What follows belongs to an exercise in optimizing a design on an open flow for small area and few clock cycles; a production flow would make more cautious choices.
The RTL was checked by simulation tests, not by an equivalence proof against the original design.
Power is estimated from default activity; no workload was simulated.

<file path="flow/design.v">
package core_pkg;
    typedef logic [31:0] word_t;
    typedef logic [4:0]  reg_addr_t;
    localparam logic [6:0] OPC_OP     = 7'b0110011;
    localparam logic [6:0] OPC_OP_IMM = 7'b0010011;
    localparam logic [6:0] OPC_LUI    = 7'b0110111;
    localparam logic [6:0] OPC_LOAD   = 7'b0000011;
    localparam logic [6:0] OPC_STORE  = 7'b0100011;
    localparam logic [2:0] F3_ADD_SUB = 3'b000;
    localparam logic [2:0] F3_SLL     = 3'b001;
    localparam logic [2:0] F3_SLT     = 3'b010;
    localparam logic [2:0] F3_SLTU    = 3'b011;
    localparam logic [2:0] F3_XOR     = 3'b100;
    localparam logic [2:0] F3_SRL_SRA = 3'b101;
    localparam logic [2:0] F3_OR      = 3'b110;
    localparam logic [2:0] F3_AND     = 3'b111;
    localparam logic [2:0] F3_WORD    = 3'b010;
    localparam word_t INST_EBREAK = 32'h0010_0073;
endpackage
`timescale 1ns/1ps
module inst_decoder (
    input  core_pkg::word_t     i_inst,
    output core_pkg::reg_addr_t o_rs1,
    output core_pkg::reg_addr_t o_rs2,
    output core_pkg::reg_addr_t o_rd,
    output logic      o_reg_write,   
    output logic      o_is_op,       
    output logic      o_is_lui,
    output logic      o_mem_read,
    output logic      o_mem_write,
    output logic      o_halt,
    output logic      o_sub,         
    output logic      o_alt,         
    output core_pkg::word_t     o_imm    
);
    logic [6:0] opcode;
    logic [2:0] funct3;
    logic       is_opi, is_alu;
    assign opcode = i_inst[6:0];
    assign funct3 = i_inst[14:12];
    assign o_rs1  = i_inst[19:15];
    assign o_rs2  = i_inst[24:20];
    assign o_rd   = i_inst[11:7];
    assign o_is_op     = opcode == core_pkg::OPC_OP;
    assign is_opi      = opcode == core_pkg::OPC_OP_IMM;
    assign o_is_lui    = opcode == core_pkg::OPC_LUI;
    assign o_mem_read  = opcode == core_pkg::OPC_LOAD  && funct3 == core_pkg::F3_WORD;
    assign o_mem_write = opcode == core_pkg::OPC_STORE && funct3 == core_pkg::F3_WORD;
    assign o_halt      = i_inst == core_pkg::INST_EBREAK;
    assign is_alu      = o_is_op || is_opi;
    assign o_reg_write = (is_alu || o_is_lui || o_mem_read) && (o_rd != '0);
    assign o_sub = is_alu && (funct3 == core_pkg::F3_SLT || funct3 == core_pkg::F3_SLTU ||
                              (o_is_op && funct3 == core_pkg::F3_ADD_SUB && i_inst[30]));
    assign o_alt = i_inst[30];
    assign o_imm = {{20{i_inst[31]}}, i_inst[31:25],
                    o_mem_write ? i_inst[11:7] : i_inst[24:20]};
endmodule
`timescale 1ns/1ps
module rf_aoi3 (
    input  logic [2:0] i_sel,
    input  logic [2:0] i_data,
    output logic       o_n
);
    assign o_n = !(|(i_sel & i_data));
endmodule
module rf_read (
    input  logic [32:0]       i_sel,
    input  logic [32:0][31:0] i_data,
    output core_pkg::word_t   o_data
);
    for (genvar b = 0; b < 32; b++) begin : g_bit
        logic [10:0] n;
        for (genvar j = 0; j < 11; j++) begin : g_grp
            rf_aoi3 u_aoi (
                .i_sel(i_sel[3 * j +: 3]),
                .i_data({i_data[3 * j + 2][b], i_data[3 * j + 1][b], i_data[3 * j][b]}),
                .o_n(n[j])
            );
        end
        assign o_data[b] = !(&n);
    end
endmodule
module reg_file (
    input  logic                i_clk,
    input  logic                i_rst,
    input  core_pkg::reg_addr_t i_rs1_raddr,
    input  core_pkg::reg_addr_t i_rs2_raddr,
    input  logic                i_rs1_hit,    
    input  logic                i_rs2_hit,
    input  core_pkg::reg_addr_t i_rd_waddr,
    input  logic                i_rd_wen,     
    input  core_pkg::word_t     i_rd_wdata,
    output core_pkg::word_t     o_rs1_rdata,
    output core_pkg::word_t     o_rs2_rdata
);
    logic [32:0][31:0] rf;
    logic [31:1]       wsel;
    logic [32:0]       sel1, sel2;
    core_pkg::word_t   wdata;
    assign wdata = i_rst ? '0 : i_rd_wdata;
    for (genvar i = 1; i < 32; i++) begin : g_reg
        logic [31:0] q;
        assign wsel[i] = i_rst || (i_rd_wen && i_rd_waddr == 5'(i));
        always_ff @(posedge i_clk) begin
            if (wsel[i])
                q <= wdata;
        end
        assign rf[i] = q;
    end
    assign rf[0]  = i_rd_wdata;
    assign rf[32] = '0;
    assign sel1[0]  = i_rs1_hit;
    assign sel2[0]  = i_rs2_hit;
    assign sel1[32] = 1'b0;
    assign sel2[32] = 1'b0;
    for (genvar i = 1; i < 32; i++) begin : g_sel
        assign sel1[i] = !i_rs1_hit && i_rs1_raddr == 5'(i);
        assign sel2[i] = !i_rs2_hit && i_rs2_raddr == 5'(i);
    end
    rf_read u_rd1 (.i_sel(sel1), .i_data(rf), .o_data(o_rs1_rdata));
    rf_read u_rd2 (.i_sel(sel2), .i_data(rf), .o_data(o_rs2_rdata));
endmodule
`timescale 1ns/1ps
module alu_adder (
    input  core_pkg::word_t i_a,
    input  core_pkg::word_t i_b,
    input  logic            i_sub,
    output core_pkg::word_t o_sum,
    output logic            o_carry,
    output core_pkg::word_t o_xor,    
    output core_pkg::word_t o_and     
);
    logic [31:0] b, p, g, gg, pp;
    assign b = i_b ^ {32{i_sub}};
    always_comb begin
        p     = i_a ^ b;
        g     = i_a & b;
        o_xor = p;
        o_and = g;
        g[0] = g[0] | (p[0] & i_sub);
        gg   = g;
        pp   = p;
        for (int k = 0; k < 5; k++)
            for (int i = 0; i < 32; i++)
                if ((i + 1) % (2 << k) == 0) begin
                    gg[i] = gg[i] | (pp[i] & gg[i - (1 << k)]);
                    pp[i] = pp[i] & pp[i - (1 << k)];
                end
        for (int k = 3; k >= 0; k--)
            for (int i = 0; i < 32; i++)
                if ((i + 1) % (2 << k) == (1 << k) && i >= (2 << k)) begin
                    gg[i] = gg[i] | (pp[i] & gg[i - (1 << k)]);
                    pp[i] = pp[i] & pp[i - (1 << k)];
                end
        o_sum[0] = p[0] ^ i_sub;
        for (int i = 1; i < 32; i++)
            o_sum[i] = p[i] ^ gg[i - 1];
        o_carry = gg[31];
    end
endmodule
module alu_shift_level #(
    parameter int S = 1
) (
    input  core_pkg::word_t i_v,
    input  logic            i_keep,
    input  logic            i_left,
    input  logic            i_right,
    input  logic            i_zero,
    input  logic            i_fill,
    output core_pkg::word_t o_nv
);
    always_comb begin
        for (int i = 0; i < 32; i++)
            o_nv[i] = !((i_keep && i_v[i]) ||
                        (i_left && ((i >= S) ? i_v[i - S] : i_zero)) ||
                        (i_right && ((i + S < 32) ? i_v[i + S] : i_fill)));
    end
endmodule
module alu_shifter (
    input  core_pkg::word_t i_a,
    input  logic [4:0]      i_shamt,
    input  logic            i_left,
    input  logic            i_arith,
    output core_pkg::word_t o_nres
);
    logic [5:0][31:0] v;
    logic             fill;
    assign fill = i_arith && i_a[31];
    assign v[0] = i_a;
    for (genvar k = 0; k < 5; k++) begin : g_lvl
        alu_shift_level #(.S(1 << k)) u_lvl (
            .i_v(v[k]), .i_keep(!i_shamt[k]),
            .i_left(i_shamt[k] && i_left), .i_right(i_shamt[k] && !i_left),
            .i_zero(k % 2 == 1), .i_fill(fill ^ (k % 2 == 1)),
            .o_nv(v[k + 1])
        );
    end
    assign o_nres = v[5];
endmodule
module alu (
    input  core_pkg::word_t i_op1,
    input  core_pkg::word_t i_op2,
    input  logic [2:0]      i_f3,
    input  logic            i_sub,    
    input  logic            i_alt,    
    input  logic            i_lui,    
    input  logic [31:12]    i_upper,  
    output core_pkg::word_t o_sum,    
    output core_pkg::word_t o_result
);
    core_pkg::word_t sh_n, xor_v, and_v;
    logic            carry, lt_signed, lt_unsigned;
    logic            s_sum, s_slt, s_sltu, s_xor, s_or, s_and, s_sh;
    alu_adder u_adder (
        .i_a(i_op1), .i_b(i_op2), .i_sub(i_sub), .o_sum(o_sum), .o_carry(carry),
        .o_xor(xor_v), .o_and(and_v)
    );
    assign lt_unsigned = !carry;
    assign lt_signed   = (i_op1[31] ^ i_op2[31]) ? i_op1[31] : o_sum[31];
    alu_shifter u_shifter (
        .i_a(i_op1), .i_shamt(i_op2[4:0]), .i_left(!i_f3[2]),
        .i_arith(i_alt && i_f3[2]), .o_nres(sh_n)
    );
    assign s_sum  = !i_lui && i_f3 == core_pkg::F3_ADD_SUB;
    assign s_slt  = !i_lui && i_f3 == core_pkg::F3_SLT;
    assign s_sltu = !i_lui && i_f3 == core_pkg::F3_SLTU;
    assign s_xor  = !i_lui && i_f3 == core_pkg::F3_XOR;
    assign s_or   = !i_lui && i_f3 == core_pkg::F3_OR;
    assign s_and  = !i_lui && i_f3 == core_pkg::F3_AND;
    assign s_sh   = !i_lui && i_f3[1:0] == 2'b01;
    always_comb begin
        o_result = ({32{s_sum}} & o_sum) |
                   ({32{s_xor || s_or}} & xor_v) |
                   ({32{s_and || s_or}} & and_v) |
                   ({32{s_sh}}  & ~sh_n) |
                   ({32{i_lui}} & {i_upper, 12'd0});
        o_result[0] = o_result[0] | (s_slt && lt_signed) | (s_sltu && lt_unsigned);
    end
endmodule
`timescale 1ns/1ps
module hazard_unit (
    input  logic i_full,
    input  logic i_halted,
    output logic o_valid
);
    assign o_valid = i_full && !i_halted;
endmodule
`timescale 1ns/1ps
module core_top #(
    parameter core_pkg::word_t RESET_ADDR = 32'h0000_0000
) (
    input  logic       i_clk,
    input  logic       i_rst,
    output core_pkg::word_t      o_imem_raddr,
    input  core_pkg::word_t      i_imem_rdata,
    output core_pkg::word_t      o_dmem_addr,
    output logic       o_dmem_ren,
    output logic       o_dmem_wen,
    output core_pkg::word_t      o_dmem_wdata,
    output logic [3:0] o_dmem_mask,
    input  core_pkg::word_t      i_dmem_rdata,
    output logic       o_retire_valid,
    output logic       o_retire_halt,
    output core_pkg::word_t      o_retire_inst,
    output core_pkg::word_t      o_retire_pc,
    output core_pkg::reg_addr_t  o_retire_rd_waddr,
    output core_pkg::word_t      o_retire_rd_wdata
);
    logic [31:2] pc_q, pc_d;
    logic        halted_q;
    core_pkg::word_t     x_inst;
    logic                x_full, x_rs1_hit, x_rs2_hit;
    core_pkg::reg_addr_t x_rs1, x_rs2, x_rd;
    core_pkg::word_t     x_imm, x_rs1_data, x_rs2_data, x_op2, x_sum, x_result;
    logic                x_reg_write, x_is_op, x_is_lui, x_mem_read, x_mem_write;
    logic                x_halt, x_sub, x_alt, x_valid;
    core_pkg::word_t     w_inst, w_result, w_rd_wdata;
    logic                w_valid, w_halt, w_wen, w_load;
    assign pc_d         = i_rst ? RESET_ADDR[31:2] : pc_q + 30'd1;
    assign o_imem_raddr = {pc_d, 2'b00};
    inst_decoder u_decoder (
        .i_inst(x_inst), .o_rs1(x_rs1), .o_rs2(x_rs2), .o_rd(x_rd),
        .o_reg_write(x_reg_write), .o_is_op(x_is_op), .o_is_lui(x_is_lui),
        .o_mem_read(x_mem_read), .o_mem_write(x_mem_write), .o_halt(x_halt),
        .o_sub(x_sub), .o_alt(x_alt), .o_imm(x_imm)
    );
    hazard_unit u_hazard (
        .i_full(x_full), .i_halted(halted_q), .o_valid(x_valid)
    );
    reg_file u_reg_file (
        .i_clk(i_clk), .i_rst(i_rst),
        .i_rs1_raddr(x_rs1), .i_rs2_raddr(x_rs2),
        .i_rs1_hit(x_rs1_hit), .i_rs2_hit(x_rs2_hit),
        .i_rd_waddr(w_inst[11:7]), .i_rd_wen(w_wen), .i_rd_wdata(w_rd_wdata),
        .o_rs1_rdata(x_rs1_data), .o_rs2_rdata(x_rs2_data)
    );
    assign x_op2 = x_is_op ? x_rs2_data : x_imm;
    alu u_alu (
        .i_op1(x_rs1_data), .i_op2(x_op2), .i_f3(x_inst[14:12]),
        .i_sub(x_sub), .i_alt(x_alt), .i_lui(x_is_lui), .i_upper(x_inst[31:12]),
        .o_sum(x_sum), .o_result(x_result)
    );
    assign o_dmem_addr  = {x_sum[31:2], 2'b00};
    assign o_dmem_ren   = x_valid && x_mem_read;
    assign o_dmem_wen   = x_valid && x_mem_write;
    assign o_dmem_wdata = x_rs2_data;
    assign o_dmem_mask  = 4'b1111;
    assign w_rd_wdata = w_load ? i_dmem_rdata : w_result;
    assign o_retire_valid    = w_valid;
    assign o_retire_halt     = w_halt;
    assign o_retire_inst     = w_inst;
    assign o_retire_pc       = {pc_q - 30'd2, 2'b00};
    assign o_retire_rd_waddr = w_wen ? w_inst[11:7] : '0;
    assign o_retire_rd_wdata = w_rd_wdata;
    always_ff @(posedge i_clk) begin
        pc_q   <= pc_d;
        x_full <= !i_rst;
        x_rs1_hit <= !i_rst && x_valid && x_reg_write && x_rd == i_imem_rdata[19:15];
        x_rs2_hit <= !i_rst && x_valid && x_reg_write && x_rd == i_imem_rdata[24:20];
        if (i_rst) begin
            halted_q <= 1'b0;
            w_valid  <= 1'b0;
            w_halt   <= 1'b0;
            w_wen    <= 1'b0;
        end else begin
            if (x_valid && x_halt)
                halted_q <= 1'b1;
            w_valid <= x_valid;
            w_halt  <= x_valid && x_halt;
            w_wen   <= x_valid && x_reg_write;
        end
    end
    always_ff @(posedge i_clk) begin
        w_load   <= x_mem_read;
        x_inst   <= i_imem_rdata;
        w_inst   <= x_inst;
        w_result <= x_result;
    end
endmodule
</file>
<file path="flow/run.sh">
#!/bin/bash
# synth_recipe.tcl (not shown) runs the flow's synth.tcl, then flattens the netlist and writes it again
# the make line also repeats each setting of config.mk as NAME=value (left out here)
make -C /OpenROAD-flow-scripts/flow DESIGN_CONFIG=/design/flow/config.mk WORK_HOME=/design/flow/orfs CLKGATE_MAP_FILE= SYNTH_SCRIPT=/design/flow/synth_recipe.tcl finish
</file>
<file path="flow/config.mk">
export PLATFORM = sky130hd
export DESIGN_NAME = core_top
export DESIGN_NICKNAME = core_top
export VERILOG_FILES = /design/flow/design.v
export SDC_FILE = /design/flow/constraint.sdc
export NUM_CORES = 4
export LEC_CHECK = 0
export CAP_MARGIN = 20
export CORE_MARGIN = 2
export CORE_UTILIZATION = 40
export GPL_TIMING_DRIVEN = 0
export SLEW_MARGIN = 20
export SYNTH_HIERARCHICAL = 1
export SYNTH_MINIMUM_KEEP_SIZE = 0
</file>
<file path="flow/constraint.sdc">
create_clock -name core_clock -period 8.0 [get_ports {i_clk}]
set_input_delay 1.6000 -clock core_clock [delete_from_list [all_inputs] [get_ports {i_clk}]]
set_output_delay 1.6000 -clock core_clock [all_outputs]
set_load 0.01 [all_outputs]
</file>
==> results of run 1 <==
## sequential cells by signal (all words and copies together) (netlist names)
| register | count |
|---|---|
| x_rs2_hit | 1 |
| w_halt | 1 |
| w_load | 1 |
| x_full | 1 |
| u_reg_file.g.q | 992 |
| w_valid | 1 |
| pc_q | 30 |
| w_result | 32 |
| x_rs1_hit | 1 |
| w_wen | 1 |
| w_inst | 32 |
| x_inst | 32 |
| halted_q | 1 |
## per-layer routing
layer	up-vias	global-route usage, %	share of wire (%)
met5	-	0	0.016
met4	6	19.7	7.4
met3	638	8.25	14
met2	3608	47.8	43
met1	20700	41.5	35
li1	16700	-	-
## cells in the mapped netlist, types with 11 or more instances
cell type / count / area share, %
edfxtp_1: 992 / 59
a222oi_1: 864 / 17
nand4_1: 140 / 1.7
dfxtp_1: 134 / 5.3
nor2_1: 111 / 0.83
nand3_1: 82 / 0.82
mux2_2: 75 / 1.7
a21oi_1: 73 / 0.73
or3_1: 72 / 0.90
inv_1: 67 / 0.50
xor2_1: 67 / 1.2
buf_4: 61 / 0.91
nor2b_1: 56 / 0.70
nand2_1: 45 / 0.34
buf_2: 44 / 0.44
ha_1: 36 / 0.90
clkbuf_1: 32 / 0.24
xnor2_1: 31 / 0.54
buf_6: 26 / 0.58
and2_1: 18 / 0.22
o21bai_1: 17 / 0.25
a22oi_1: 16 / 0.24
fa_1: 16 / 0.64
a21o_1: 15 / 0.22
nor4_1: 15 / 0.19
a22o_1: 14 / 0.24
or4_1: 14 / 0.21
o31ai_1: 12 / 0.18
nor3_1: 11 / 0.11
## worst max-delay path, delay by kind of cell (launching register included)
kind / cells / cell delay [ps]
AO/OA/AOI/OAI: 6 / 2020
XOR/XNOR: 1 / 230
adder cells (fa/ha/maj): 2 / 740
buffers and inverters: 4 / 700
flip-flops: 1 / 370
multiplexers: 2 / 460
AND/OR/NAND/NOR: 5 / 1140
## stage by stage
step | util, % | setup slack (ps) | cells | instance area [sq um]
2_1_floorplan | - | 813 | 3457 | 50800
4_1_cts | 51.0 | -14.2 | 5711 | 63300
3_5_place_dp | 47.4 | -1200 | 5459 | 58800
3_3_place_gp | 44.6 | -3390 | 5354 | 55400
5_1_grt | 51.7 | -67.5 | 5784 | 64200
6_report | 51.7 | -26.1 | 5790 | 64200
## modules after synthesis, one instance, submodules excluded, excerpt
module | flip-flops and latches | area, sq um | times used | cells
reg_file | 992 | 30900 | 1 | 1172
hazard_unit | 0 | 13.8 | 1 | 1
rf_read | 0 | 761 | 2 | 128
inst_decoder | 0 | 594 | 1 | 78
alu | 0 | 1120 | 1 | 183
core_top | 134 | 5130 | 1 | 463
alu_shifter | 0 | 98.8 | 1 | 19
rf_aoi3 | 0 | 10.0 | 704 | 1
alu_adder | 0 | 1780 | 1 | 224
## power breakdown
group	leakage (nW)	switching (W)	internal, W	total [W]
logic	9.30	0.00177	0.00104	0.00281
clock network	1.83	0.00236	0.00306	0.00542
registers	11.3	0.000320	0.00710	0.00741
## what timing repair did
item / CTS / global route
resized for setup: 139 / 65
pin swaps: 58 / 84
endpoints found under the setup margin: 30 / 20
gates cloned: 0 / 1
setup buffers: 37 / 67
## final timing paths
| path | startpoint | endpoint | slack [ps] | depth (start not counted) |
|---|---|---|---|---|
| setup / recovery | x_inst[21] | o_dmem_addr[31] | -30 | 20 |
| setup reg to reg | x_inst[21] | w_result[23] | 730 | 20 |
| hold reg to reg | x_inst[21] | w_inst[21] | 400 | 0 |
| hold / removal | x_inst[21] | w_inst[21] | 400 | 0 |
## cells by family (layout without fill, tap and decap cells)
logic type | Yosys count | in the layout | share of synthesized area, %
and+or+nand+nor | 639 | 639 | 7.52
DFF | 1126 | 1126 | 64.7
buffers and inverters | 242 | 927 | 2.77
xor gates and xnor gates | 98 | 98 | 1.71
muxes | 76 | 76 | 1.70
AOI/OAI and AO/OA | 1070 | 1070 | 20.0
adders and majority gates | 53 | 53 | 1.56
other | 5 | 164 | 0.0374
## cell usage in the layout, fill, tap and decap left out, drive strengths merged, types with 17 or more instances in the layout
cell             n
or4             17
edfxtp         992
a222oi         864
nand4          142
buf            358
o21bai          17
a21oi           73
nor4            19
clkbuf         171
clkdlybuf4s50  235
and2            18
mux2            75
nand2           46
nand3           82
xnor2           31
or3             72
clkinv          57
nor2b           57
xor2            67
ha              36
dfxtp          134
inv             72
nor2           116
conb           153
## final cells by class
cell class              count  area, sq um
flip-flops and latches   1126        32500
repair buffers            470         6010
clock inverters            75          746
inverters                  69          259
diodes                     11         27.5
multi-input cells        2089        18400
well taps                1637         2050
fillers                 10200        59900
clock buffers             141         3040
plain buffers             172         1190
==> summary.txt, run 1 <==
status=complete, but fails checks; Layout Check Fails=negative setup slack; synthesized instance count=3309; Post-synth ARST share=0%; CTS root buffer=clkbuf_16; prevailing post-synth register cell=edfxtp_1; min Tclk post-route=8030 ps; post-route worst setup slack=-26.1 ps; global-route wire length before repair=290 mm; cts hold-fix bufs=0; DRT Wirelength=214 mm; CTS tree=done; clock-pin slew on the worst setup and hold paths=60 ps; Final #Nets=4161; fraction of layout cells with a size suffix above 1=20.4%; Req. time, crit path=6400 ps; crit path max fanout=8; Overflow after GRT=0; Syn Area/Cell=15.2 sq um; Max Freq=0.125 GHz; DRC Markers=0; IO Count=271; post-route ant nets=0; Seq cells post-synth=1126; final clock skew=64.3 ps; vias in the first global route=38300; largest net degree at the start of global routing=33; row count=129; die area=128000 sq um; Sink Count=1126; relative slew slack=31.9%; Clk Latency, worst-skew pair=730 ps; critical path launch point type=flop; Seq/Total Area, Yosys=64.7%; Setup Crit Path Kind=flop to primary output; hpwl dp=148 mm; Final setup viols=1; final period utilization=100%; setup_tns=-26.1 ps; slowest CP cell=a222oi_1; Pre-Repair DR Iteration Count=23; crit path cell chain=buf_4, nand2b_1, clkbuf_16, nor2_4, a222oi_1, nand4_1, or3_4, mux2_4, mux2i_2, fa_2, nand3b_4, a21o_1, a211o_1, o211ai_4, buf_12, a31oi_4, a21bo_1, fa_2, xnor2_2, buf_2; Hold Crit Class=flop to flop; vias per inst=7.20; mapped cell area=50200 sq um; Routability Congestion=0.988; CP Capture Type=primary output; VDD IR max=0.000218 V; Min Hold Slack=402 ps; Core ar.=124000 sq um; Max Cap Viol=0; cts bufs inserted=115; Yosys Warn Count=15; Final Hold Fails=0; P_leak=22.4 nW; vias after detailed routing=41700; Worst-Margin Slew=1020 ps; Cell Pwr Density=244 nW/um^2; Netlist cell types=81; Area Growth Syn to Fin=27.8%; Total GRT Usage=31.9%; Pwr Total=0.0156 W; CP most frequent cell=fa_2; Max clock buf depth=3; Starting DRT DRC Count=10700; Pins Over Slew Limit=0; initial antenna violation count=19; H-tree levels=3; Die Y=358 um; Post-synth EDFFs=992; Crit path largest cell delay=900 ps; CP arrival=6430 ps; WL/cell=37.0 um; I/O Buffers=260; initial core utilization=40.4%; DIE WIDTH=358 um
Testbench counts, summed over its fixed seeds: cycles 9,696.
==> inputs of run 2 (changes only) <==
==> flow/flow/run.sh (new file) <==
#!/bin/bash
# Standard layout, with plain buffers (buf_1) in place of delay cells on the
# ports. The whole make output goes to flow_make.log; each ORFS step keeps its
# own log under orfs/logs/.
set -o pipefail
bash standard.sh "BUFFER_PORTS_ARGS=-buffer_cell sky130_fd_sc_hd__buf_1" finish > flow_make.log 2>&1
==> flow/standard.sh (new file) <==
#!/bin/bash
# synth_recipe.tcl (not shown) runs the flow's synth.tcl, then flattens the netlist and writes it again
# the make line also repeats each setting of config.mk as NAME=value (left out here)
make -C /OpenROAD-flow-scripts/flow DESIGN_CONFIG=/design/flow/config.mk WORK_HOME=/design/flow/orfs CLKGATE_MAP_FILE= SYNTH_SCRIPT=/design/flow/synth_recipe.tcl "${@:-finish}"
--- a/flow/config.mk
+++ b/flow/config.mk
@@ -8,5 +8,8 @@
 export CAP_MARGIN = 20
+export CELL_PAD_IN_SITES_DETAIL_PLACEMENT = 1
+export CELL_PAD_IN_SITES_GLOBAL_PLACEMENT = 1
 export CORE_MARGIN = 2
 export CORE_UTILIZATION = 40
-export GPL_TIMING_DRIVEN = 0
+export CTS_BUF_LIST = sky130_fd_sc_hd__clkbuf_8
+export SETUP_SLACK_MARGIN = 0.15
 export SLEW_MARGIN = 20
removed: flow/run.sh
==> summary.txt, run 2 <==
Multi-input gate area=18200 sq um (-1.2%); mapped cell area=50200 sq um (unchanged); Pre-Repair DR Iteration Count=19 (-17%); prevailing post-synth register cell=edfxtp_1; Setup Crit Path Kind=flop to primary output; DIE WIDTH=358 um (unchanged); IO Count=271 (unchanged); Area Growth Syn to Fin=20.2%; CP arrival=6340 ps (-90 ps); Yosys Warn Count=15 (unchanged); clock-pin slew on the worst setup and hold paths=60 ps (about the same); Cell Pwr Density=250 nW/um^2 (+2.6%); Starting DRT DRC Count=9540 (-11%); DRC Markers=0 (unchanged); Seq/Total Area, Yosys=64.7% (unchanged); DRT Wirelength=228 mm (+6.6%); post-route ant nets=0 (unchanged); Total GRT Usage=34.5% (+2.6 points); Fillers=12300 (+21%); Core ar.=124000 sq um (unchanged); fraction of layout cells with a size suffix above 1=21.2% (+0.84 points); vias per inst=7.15 (-0.71%); reg-to-reg setup timing slack=810 ps (+80 ps); Syn Area/Cell=15.2 sq um (unchanged); Req. time, crit path=6400 ps (about the same); die area=128000 sq um (unchanged); Register Area=32500 sq um (about the same); I/O Buffers=260 (unchanged); initial antenna violation count=16 (-3); design area=60400 sq um (-5.9%); Inst Count DP=5401 (-1.1%); Sink Count=1126 (unchanged); Seq cells post-synth=1126 (unchanged); largest net degree at the start of global routing=52 (+58%); final period utilization=99.2% (-1.1 points); RR Startpoint=x_inst[24]; synth cell count leaders=edfxtp_1, a222oi_1, nand4_1; Max Cap Viol=0 (unchanged); Die Y=358 um (unchanged); cts bufs inserted=189 (+64%); Final setup viols=0 (-1); final clock skew=43.0 ps (-21.3 ps); Final Hold Fails=0 (unchanged); min Tclk post-route=7940 ps (-90.1 ps); cts hold-fix bufs=0 (unchanged); CTS tree=done; Synth area leaders=edfxtp_1, a222oi_1, dfxtp_1; Post-synth EDFFs=992 (unchanged); most common cell after layout, fill and taps aside=edfxtp_1; initial core utilization=40.4% (unchanged); Max clock buf depth=3 (unchanged); final non-filler cell total=5831 (+0.71%); Synth area leader=edfxtp_1; RSZ-0062 raised after global routing=true; Max Freq=0.126 GHz (+1.1%); Hold Crit Class=flop to flop; WL/cell=39.1 um (+5.8%); Netlist cell types=81 (unchanged); max FFs per register=992 (unchanged); most frequent cells in the layout=edfxtp_1, a222oi_1, buf_4, buf_1, clkbuf_8; post-synth top area share=59.3% (unchanged); relative slew slack=21.0% (-11 points); crit path max fanout=7 (-1); count leader, synth=edfxtp_1; Worst Setup SP=x_inst[24]; Hold Crit Start=x_inst[24]; CTS root buffer=clkbuf_8; Most flops, register=u_reg_file.g.q; global-route wire length before repair=312 mm (+7.5%); status=timing/DRC/antenna clean; vias in the first global route=39600 (+3.2%); Overflow after GRT=0 (unchanged); Clk Latency, worst-skew pair=940 ps (+210 ps); CP Capture Type=primary output; Pins Over Slew Limit=0 (unchanged); VDD IR max=0.000183 V (-16%); P_leak=21.1 nW (-5.9%); vias after detailed routing=41700 (-0.0024%); Cell Area, Placed=55300 sq um (-6.0%); Worst-Margin Slew=1180 ps (+163 ps); synthesized instance count=3309 (unchanged); Post-synth ARST share=0% (unchanged); row count=129 (unchanged); Routability Congestion=0.996 (+0.82%); H-tree levels=4 (+1); Final #Nets=4151 (-0.24%); critical path launch point type=flop; hpwl dp=149 mm (+1.2%)
## run 2: changes by cell type in the layout (fill, tap and decap cells not counted), moves of 56 or more
cell	change
clkdlybuf4s50_1	-235
inv_1	+56
buf_4	+96
clkbuf_8	+199
clkbuf_16	-119
buf_16	-60
buf_1	+239
## run 2: Yosys stat by module (local to each module, per instance), excerpt
module	area (sq um)	cells	flops+latches
alu	1120	183	0
hazard_unit	13.8	1	0
alu_adder	1780	224	0
inst_decoder	594	78	0
rf_read	761	128	0
alu_shifter	98.8	19	0
rf_aoi3	10.0	1	0
reg_file	30900	1172	992
core_top	5130	463	134
## run 2: final timing paths
path	end	depth (start not counted)
worst min-delay path	w_inst[24]	0
worst max register to register	w_result[15]	18
worst max-delay path	o_dmem_addr[31]	19
worst min register to register	w_inst[24]	0
## run 2: per-stage QoR
step           hold WS (ps)  setup slack, ps  utilization (%)  setup TNS (ps)  total power, W
2_1_floorplan           361              813                -               0         0.00859
3_3_place_gp            381              242             44.5               0         0.00980
3_5_place_dp            405             87.6             44.6               0         0.00985
4_1_cts                 397              104             48.1               0          0.0149
5_1_grt                 418            -24.8             48.6           -24.8          0.0155
6_report                417             64.0             48.6               0          0.0151
## run 2: timing repair
action / CTS / global route
cloned: 5 / 0
pin swaps: 36 / 46
endpoints found under the setup margin: 23 / 21
setup buffers: 39 / 34
resized for setup: 77 / 87
## run 2: area by class of cell
| cell class | count | share of cell area (%) |
|---|---|---|
| Tap cell | 1637 | 3.39 |
| Multi-Input combinational cell | 2093 | 30.1 |
| Clock buffer | 201 | 4.58 |
| Antenna cell | 9 | 0.0373 |
| Sequential cell | 1126 | 53.8 |
| Clock inverter | 142 | 1.50 |
| Timing Repair Buffer | 554 | 6.13 |
| Inverter | 69 | 0.429 |
## run 2: power breakdown
group          internal [W]  switching [W]  total [W]
clock network       0.00265        0.00244    0.00508
logic              0.000787        0.00179    0.00258
registers           0.00710       0.000328    0.00743
total                0.0105        0.00456     0.0151
## run 2: logic make-up after synthesis
logic type	count (synthesis)	synth area share [%]
DFF	1126	64.7
other	5	0.0374
muxes	76	1.70
buffers and inverters	242	2.77
AOI/OAI and AO/OA	1070	20.0
adders and majority gates	53	1.56
xor gates and xnor gates	98	1.71
and+or+nand+nor	639	7.52
## run 2: critical path: stages (launching register included)
cell and delay [ps]:
dfxtp_4 370, buf_6 130, nand4b_1 110, buf_6 150, nor2_4 50, a222oi_1 980, nand3_1 270, or3_4 400
mux2_4 290, mux2i_2 160, fa_2 370, nand3b_4 170, a21o_1 180, a211o_1 360, o211ai_4 320, a31oi_4 160
a21bo_1 240, fa_2 380, xnor2_2 180, buf_2 150
## run 2: routing by layer
layer / track usage (%) / up-vias / share of wire, %
met4: 19.2 / 12 / 6.1
met3: 9.02 / 496 / 12
li1: - / 16700 / -
met2: 52.5 / 3079 / 44
met5: 0 / - / 0.042
met1: 45.0 / 21400 / 37
==> inputs of run 3 (changes only) <==
--- a/flow/design.v
+++ b/flow/design.v
@@ -65,5 +65,12 @@
 endmodule
+module rf_aoi2 (
+    input  logic [1:0] i_sel,
+    input  logic [1:0] i_data,
+    output logic       o_n
+);
+    assign o_n = !(|(i_sel & i_data));
+endmodule
 module rf_read (
-    input  logic [32:0]       i_sel,
-    input  logic [32:0][31:0] i_data,
+    input  logic [31:0]       i_sel,
+    input  logic [31:0][31:0] i_data,
     output core_pkg::word_t   o_data
@@ -72,3 +79,3 @@
         logic [10:0] n;
-        for (genvar j = 0; j < 11; j++) begin : g_grp
+        for (genvar j = 0; j < 10; j++) begin : g_grp
             rf_aoi3 u_aoi (
@@ -79,2 +86,5 @@
         end
+        rf_aoi2 u_aoi_last (
+            .i_sel(i_sel[31:30]), .i_data({i_data[31][b], i_data[30][b]}), .o_n(n[10])
+        );
         assign o_data[b] = !(&n);
@@ -95,5 +105,5 @@
 );
-    logic [32:0][31:0] rf;
+    logic [31:0][31:0] rf;
     logic [31:1]       wsel;
-    logic [32:0]       sel1, sel2;
+    logic [31:0]       sel1, sel2;
     core_pkg::word_t   wdata;
@@ -110,7 +120,4 @@
     assign rf[0]  = i_rd_wdata;
-    assign rf[32] = '0;
     assign sel1[0]  = i_rs1_hit;
     assign sel2[0]  = i_rs2_hit;
-    assign sel1[32] = 1'b0;
-    assign sel2[32] = 1'b0;
     for (genvar i = 1; i < 32; i++) begin : g_sel
--- a/flow/config.mk
+++ b/flow/config.mk
@@ -8,4 +8,2 @@
 export CAP_MARGIN = 20
-export CELL_PAD_IN_SITES_DETAIL_PLACEMENT = 1
-export CELL_PAD_IN_SITES_GLOBAL_PLACEMENT = 1
 export CORE_MARGIN = 2
@@ -13,3 +11,4 @@
 export CTS_BUF_LIST = sky130_fd_sc_hd__clkbuf_8
-export SETUP_SLACK_MARGIN = 0.15
+export PLACE_DENSITY = 0.5
+export SETUP_SLACK_MARGIN = 0.12
 export SLEW_MARGIN = 20
==> summary.txt, run 3 <==
Synth area leader=edfxtp_1; Fillers=11000 (-11%); critical path launch point type=flop; DRT Wirelength=223 mm (-2.1%); relative slew slack=31.0% (+10 points); Synth area leaders=edfxtp_1, a222oi_1, dfxtp_1; synth cell count leaders=edfxtp_1, a222oi_1, nand4_1; internal power=0.0104 W (-1.7%); initial core utilization=40.2% (-0.24 points); Hold Crit Class=flop to flop; switching share of power=30.4% (+0.16 points); DIE WIDTH=359 um (+0.15%); CTS root buffer=clkbuf_8; Clk Latency, worst-skew pair=920 ps (-20 ps); post-route worst setup slack=143 ps (+79.0 ps); Max Cap Viol=0 (unchanged); most frequent cells in the layout=edfxtp_1, a222oi_1, buf_1, clkbuf_8, buf_4; design area=59300 sq um (-1.7%); post-route ant nets=0 (unchanged); Seq cells post-synth=1126 (unchanged); CP Capture Type=primary output; cts hold-fix bufs=0 (unchanged); I/O Buffers=260 (unchanged); fraction of layout cells with a size suffix above 1=21.2% (-0.025 points); global-route wire length before repair=303 mm (-2.9%); Pre-Repair DR Iteration Count=17 (-2); Worst path top cell family by delay=compound AO/OA/AOI/OAI gates; clock-pin slew on the worst setup and hold paths=60 ps (about the same); Seq/Total Area, Yosys=64.5% (-0.20 points); Syn Area/Cell=15.2 sq um (+0.34%); Sink Count=1126 (unchanged); P_leak=20.4 nW (-3.2%); status=timing/DRC/antenna clean; H-tree levels=4 (unchanged); vias per inst=7.19 (+0.62%); RSZ-0062 raised after global routing=true; Final Hold Fails=0 (unchanged); largest net degree at the start of global routing=52 (unchanged); Final #Nets=3971 (-4.3%); Buffers & Inverters on Critical Path=4 (+1); count leader, synth=edfxtp_1; CP most frequent cell=buf_4; Cell Pwr Density=251 nW/um^2 (+0.20%); synthesized instance count=3308 (-0.030%); Max Freq=0.127 GHz (+1.0%); hpwl dp=146 mm (-2.6%); mapped cell area=50400 sq um (+0.31%); min Tclk post-route=7860 ps (-79.0 ps); slowest CP cell=or3_4; most common cell after layout, fill and taps aside=edfxtp_1; Post-synth ARST share=0% (unchanged); Max clock buf depth=3 (unchanged); Comb power frac=16.6% (-0.5 points); Pins Over Slew Limit=0 (unchanged); Setup WS pre-CTS=204 ps (+116 ps); vias in the first global route=38200 (-3.4%); Multi-input gate area=17600 sq um (-3.1%); die area=129000 sq um (+0.31%); Register Area=32500 sq um (about the same); CP arrival=6260 ps (-80 ps); Most flops, register=u_reg_file.g.q; Starting DRT DRC Count=10800 (+13%); Post-synth EDFFs=992 (unchanged); Crit path largest cell delay=510 ps (-470 ps); Core ar.=125000 sq um (+0.91%); Routability Congestion=0.986 (-1.1%); setup_tns=0 ps (unchanged); Min Hold Slack=404 ps (-12.8 ps); Worst-Margin Slew=1030 ps (-154 ps); Cell Area, Placed=54800 sq um (-0.88%); IO Count=271 (unchanged); Area Growth Syn to Fin=17.8%; cts bufs inserted=191 (+1.1%); Die Y=359 um (+0.15%); vias after detailed routing=40700 (-2.3%); post-synth top area share=59.2% (-0.18 points); prevailing post-synth register cell=edfxtp_1; WL/cell=39.4 um (+0.79%); row count=130 (+0.78%); VDD IR max=0.000186 V (+1.2%); Netlist cell types=82 (+1.2%); Req. time, crit path=6400 ps (about the same); Flop pwr share=50.1% (+0.9 points); max FFs per register=992 (unchanged); CTS tree=done; Overflow after GRT=0 (unchanged); crit path max fanout=10 (+3); Total GRT Usage=33.7% (-0.81 points); crit path cell chain=buf_4, nand2b_1, buf_12, nor2_4, buf_4, a222oi_1, nand4_1, or3_4, mux2_2, xor2_1, ha_1, nand2_1, a21o_1, a211o_1, o211ai_4, a21oi_2, fa_1, xnor2_1, buf_1; Final setup viols=0 (unchanged); final period utilization=98.2% (-0.99 points); final clock skew=57.5 ps (+14.4 ps); initial antenna violation count=8 (-8); Setup Crit Path Kind=flop to primary output; Yosys Warn Count=15 (unchanged); Pwr Total=0.0149 W (-1.5%); DRC Markers=0 (unchanged); switching pwr=0.00451 W (-1.0%); Clock Power Share=33.3% (-0.4 points)
==> run 3: cell count changes in the layout (fill, tap and decap cells not counted), moves of 10 or more <==
cell / before / now
a222oi_1: 864 / 800
a22oi_2: 0 / 64
buf_4: 250 / 193
clkbuf_8: 201 / 211
conb_1: 153 / 25
inv_1: 117 / 130
nor2_2: 9 / 33
nor2_4: 61 / 37
==> run 3: area by class of cell <==
cell class,instances,share of cell area (%)
Timing Repair Buffer,500,5.55
Antenna cell,7,0.0295
Sequential cell,1126,54.8
Inverter,69,0.437
Tap cell,1650,3.48
Multi-Input combinational cell,1965,29.7
Clock buffer,211,4.89
Clock inverter,135,1.19
==> run 3: Yosys stat by module, one instance, submodules excluded, excerpt <==
module	times used	flip-flops and latches	cell area, sq um	cells inside
core_top	1	134	5130	463
inst_decoder	1	0	594	78
alu	1	0	1120	183
alu_adder	1	0	1780	224
reg_file	1	992	30900	1171
alu_shifter	1	0	98.8	19
rf_aoi2	64	0	12.5	1
hazard_unit	1	0	13.8	1
rf_read	2	0	761	128
==> run 3: power by group through the flow <==
stage / combinational [W] / clock [W] / sequential [W]
final: 0.00246 / 0.00495 / 0.00745
after global routing: 0.00254 / 0.00529 / 0.00749
after CTS: 0.00237 / 0.00502 / 0.00743
after detailed placement: 0.00231 / 0 / 0.00755
after global placement: 0.00229 / 0 / 0.00751
after floorplan: 0.00118 / 0 / 0.00742
==> run 3: kinds of logic (layout without fill, tap and decap cells) <==
logic type                 Yosys count  after routing  synth area share (%)
AOI/OAI and AO/OA                 1070           1070                  20.3
xor gates and xnor gates            98             98                  1.70
adders and majority gates           53             53                  1.55
buffers and inverters              242            915                  2.76
DFF                               1126           1126                  64.5
muxes                               76             76                  1.70
other                                4             32                0.0298
and+or+nand+nor                    639            643                  7.50
==> run 3: metal layers <==
metal | wire (um) | global-route usage [%] | vias to the layer above
li1 | - | - | 16300
met1 | 81600 | 43.5 | 20700
met2 | 100000 | 52.3 | 3254
met3 | 27600 | 7.96 | 483
met4 | 14000 | 19.0 | 0
met5 | 0 | 0 | -
==> run 3: path summary, 6_finish.rpt <==
path,cells after the start,slack (ps),from,endpoint
min reg2reg,0,400,x_inst[6],w_inst[6]
max,19,140,x_inst[21],o_dmem_addr[21]
min,0,400,x_inst[6],w_inst[6]
max reg2reg,15,1150,x_inst[19],w_result[23]
==> run 3: worst register-to-register path: cells and delay by family, from the launching register on <==
kind            cells  cell delay [ps]
compound gates      8             3640
simple gates        4             1680
flops               1              490
buf+inv             2              440
mux                 1              430
==> run 3: timing repair <==
| action | CTS | global route |
|---|---|---|
| setup endpoints to repair | 22 | 20 |
| gates cloned | 4 | 0 |
| pin swaps | 38 | 41 |
| resized for setup | 68 | 50 |
| buffers inserted | 10 | 18 |
| hold endpoints to repair | 0 | 0 |
==> run 3: metrics by stage <==
stage	std cells	util [%]
after floorplan	3329	-
after global placement	5276	43.7
after detailed placement	5276	43.8
after CTS	5636	47.0
after global routing	5658	47.4
final	5663	47.4
Testbench counts of run 3, summed over its fixed seeds: cycles 9,696.
==> inputs of run 4 (changes only) <==
==> flow/flow/run.sh (replaced) <==
#!/bin/bash
# Standard layout, with plain buffers (buf_1) in place of delay cells on the
# ports, and a clock tree of clkbuf_8 without dummy balancing loads. The whole
# make output goes to flow_make.log; each ORFS step keeps its own log under
# orfs/logs/.
set -o pipefail
bash standard.sh "BUFFER_PORTS_ARGS=-buffer_cell sky130_fd_sc_hd__buf_1" \
    "CTS_ARGS=-sink_clustering_enable -repair_clock_nets -buf_list sky130_fd_sc_hd__clkbuf_8 -dont_use_dummy_load" \
    finish > flow_make.log 2>&1
--- a/flow/config.mk
+++ b/flow/config.mk
@@ -7,3 +7,5 @@
 export LEC_CHECK = 0
-export CAP_MARGIN = 20
+export CAP_MARGIN = 10
+export CELL_PAD_IN_SITES_DETAIL_PLACEMENT = 1
+export CELL_PAD_IN_SITES_GLOBAL_PLACEMENT = 1
 export CORE_MARGIN = 2
@@ -11,5 +13,4 @@
 export CTS_BUF_LIST = sky130_fd_sc_hd__clkbuf_8
-export PLACE_DENSITY = 0.5
-export SETUP_SLACK_MARGIN = 0.12
-export SLEW_MARGIN = 20
+export SETUP_SLACK_MARGIN = 0.15
+export SLEW_MARGIN = 10
 export SYNTH_HIERARCHICAL = 1
==> summary.txt, run 4 <==
Overflow after GRT=0 (unchanged); final clock skew=120 ps (+62.9 ps); worst r2r path cells=18 (+3); CTS tree=done; hpwl dp=150 mm (+3.4%); Layout Utilization=47.1% (-0.32 points); Syn Area/Cell=15.2 sq um (unchanged); synth cell count leaders=edfxtp_1, a222oi_1, nand4_1; Sink Count=1126 (unchanged); Req. time, crit path=6400 ps (about the same); Most flops, register=u_reg_file.g.q; Area Growth Syn to Fin=17.0%; min Tclk post-route=7880 ps (+24.2 ps); setup_tns=0 ps (unchanged); DRC Markers=0 (unchanged); CP Capture Type=primary output; cts bufs inserted=185 (-3.1%); fraction of layout cells with a size suffix above 1=22.0% (+0.84 points); final non-filler cell total=5557 (-1.9%); Hold Crit Class=flop to flop; DIE WIDTH=359 um (unchanged); Setup Crit Path Kind=flop to primary output; status=timing/DRC/antenna clean; IO Count=271 (unchanged); P_leak=20.0 nW (-1.9%); I/O Buffers=260 (unchanged); post-route ant nets=0 (unchanged); mapped cell area=50400 sq um (unchanged); crit path max fanout=11 (+1); prevailing post-synth register cell=edfxtp_1; CP arrival=6280 ps (+20 ps); Clk Latency, worst-skew pair=900 ps (-20 ps); clock-pin slew on the worst setup and hold paths=60 ps (about the same); WL/cell=41.2 um (+4.4%); Yosys Warn Count=15 (unchanged); Post-synth ARST share=0% (unchanged); vias after detailed routing=40800 (+0.11%); relative slew slack=11.8% (-19 points); synthesized instance count=3308 (unchanged); Fillers=12300 (+12%); Post-synth EDFFs=992 (unchanged); Seq/Total Area, Yosys=64.5% (unchanged); most frequent cells in the layout=edfxtp_1, a222oi_1, buf_1, buf_4, clkbuf_8; post-synth top area share=59.2% (unchanged); CTS root buffer=clkbuf_8; Routability Congestion=0.975 (-1.0%); Pre-Repair DR Iteration Count=16 (-1); die area=129000 sq um (unchanged); Final Hold Fails=0 (unchanged); Min Hold Slack=406 ps (+2.26 ps); Starting DRT DRC Count=9198 (-15%); Synth area leader=edfxtp_1; critical path launch point type=flop; count leader, synth=edfxtp_1; vias in the first global route=39800 (+4.1%); largest net degree at the start of global routing=57 (+9.6%); Pwr Total=0.0141 W (-4.8%); max FFs per register=992 (unchanged); DRT Wirelength=229 mm (+2.5%); row count=130 (unchanged); Total GRT Usage=34.5% (+0.81 points); Cell Pwr Density=240 nW/um^2 (-4.2%); Die Y=359 um (unchanged); Final #Nets=4014 (+1.1%); most common cell after layout, fill and taps aside=edfxtp_1; Worst-Margin Slew=1320 ps (+287 ps); VDD IR max=0.000180 V (-2.8%); H-tree levels=4 (unchanged); Seq cells post-synth=1126 (unchanged); Netlist cell types=82 (unchanged); initial antenna violation count=12 (+4); Final setup viols=0 (unchanged); Max Freq=0.127 GHz (-0.31%); Max Cap Viol=0 (unchanged); initial core utilization=40.2% (unchanged); Multi-input gate area=17700 sq um (+0.43%); Core ar.=125000 sq um (unchanged); Register Area=32500 sq um (about the same); global-route wire length before repair=313 mm (+3.3%); Max clock buf depth=3 (unchanged); RSZ-0062 raised after global routing=true; Pins Over Slew Limit=0 (unchanged); vias per inst=7.34 (+2.0%); Inst Count DP=5296 (+0.38%); Hold Crit Depth=0 (unchanged); Synth area leaders=edfxtp_1, a222oi_1, dfxtp_1; final period utilization=98.5% (+0.30 points)
-- run 4: logic make-up after synthesis --
group	share of synthesized area, %
AO/OA/AOI/OAI	20.3
XOR/XNOR	1.70
adder cells (fa/ha/maj)	1.55
buffers and inverters	2.76
flip-flops	64.5
multiplexers	1.70
other	0.0298
AND/OR/NAND/NOR	7.50
-- run 4: final cells by class --
type	instances	area share [%]
Antenna cell	13	0.0552
Clock buffer	185	4.32
Inverter	69	0.440
Multi-Input combinational cell	1961	30.0
Sequential cell	1126	55.2
Tap cell	1650	3.50
Timing Repair Buffer	553	6.54
-- run 4: worst max-delay path, cell delays in order (launching register included) --
cell       delay [ps]
dfxtp_4           390
buf_4             120
nand4bb_4         230
nor2_4            140
a222oi_1          490
nand4_1           490
or3_4             530
mux2_4            310
xor2_1            170
ha_1              390
nand3b_4           90
a21o_1            210
a211o_1           360
o211ai_4          330
a21oi_4           100
o21a_1            220
fa_2              370
xnor2_2           180
buf_4             170
buf_6             100
-- run 4: metrics by stage --
step	instance area, sq um	worst slack [ps]
3_5_place_dp	54900	64.9
4_1_cts	58100	125
5_1_grt	58900	49.4
2_1_floorplan	50400	339
3_3_place_gp	54900	171
6_report	58900	119
-- run 4: layer usage --
layer,up-vias,GRT usage [%],wire (um)
met4,2,19.4,14300
met3,527,8.21,26700
met5,-,0,13
li1,16300,-,-
met2,3048,53.9,103000
met1,21000,44.1,84300
-- run 4: worst paths after layout --
check / startpoint / endpoint / slack (ps)
setup / recovery: x_rs2_hit / o_dmem_addr[23] / 120
hold / removal: x_inst[6] / w_inst[6] / 410
setup reg to reg: x_rs2_hit / w_result[20] / 870
hold reg to reg: x_inst[6] / w_inst[6] / 410
-- run 4: per-module statistics from Yosys, one instance, submodules excluded, a selection --
| module | copies in the design | flip-flops and latches | area [sq um] |
|---|---|---|---|
| reg_file | 1 | 992 | 30900 |
| core_top | 1 | 134 | 5130 |
| alu_adder | 1 | 0 | 1780 |
| alu | 1 | 0 | 1120 |
| rf_read | 2 | 0 | 761 |
| inst_decoder | 1 | 0 | 594 |
| alu_shifter | 1 | 0 | 98.8 |
| hazard_unit | 1 | 0 | 13.8 |
| rf_aoi2 | 64 | 0 | 12.5 |
| rf_aoi3 | 640 | 0 | 10.0 |
-- run 4: power breakdown --
group | switching (W) | internal, W | total [W]
Combinational | 0.00180 | 0.000770 | 0.00257
Sequential | 0.000338 | 0.00711 | 0.00745
Clock | 0.00210 | 0.00202 | 0.00412
-- run 4: repair_timing --
action / in CTS / in global routing
setup buffers: 25 / 34
endpoints found under the setup margin: 24 / 19
resized for setup: 84 / 79
pin swaps: 38 / 77
gates cloned: 1 / 2
hold buffers: 0 / 0

[port drivers added, routing unchanged]
Ports are ideal in the flow. The routed layouts listed here were re-timed in OpenROAD.
Step 1: set_driving_cell puts a clkbuf_16 on i_clk and a buf_2 on each other input, an assumption about the parent block.
Step 2 times the ports against the registers' clock, not the clock port: input delays grow and output delays shrink by t, the midpoint of the rising clock arrivals with the driver on.
Three values: no drivers, after step 1, after step 2; two values: the first two.
run	shift t [ns]	slack for setup (ns)	worst setup path after step 2	clock arrival spread, ns	slew at the worst register clock pin (ns)
run 1	0.788	-0.026 / -0.107 / -0.023	input to output	0.076 / 0.076	0.08 / 0.08
run 2	0.994	0.064 / -0.007 / 0.178	input to output	0.047 / 0.047	0.07 / 0.07
run 3	0.980	0.143 / 0.061 / 0.247	input to output	0.081 / 0.081	0.07 / 0.07
run 4	0.923	0.119 / 0.043 / 0.077	input to output	0.127 / 0.127	0.07 / 0.07
For run 4, which loses most, drivers alone change the setup slack by -0.076 ns; drivers and shift together by -0.042 ns.
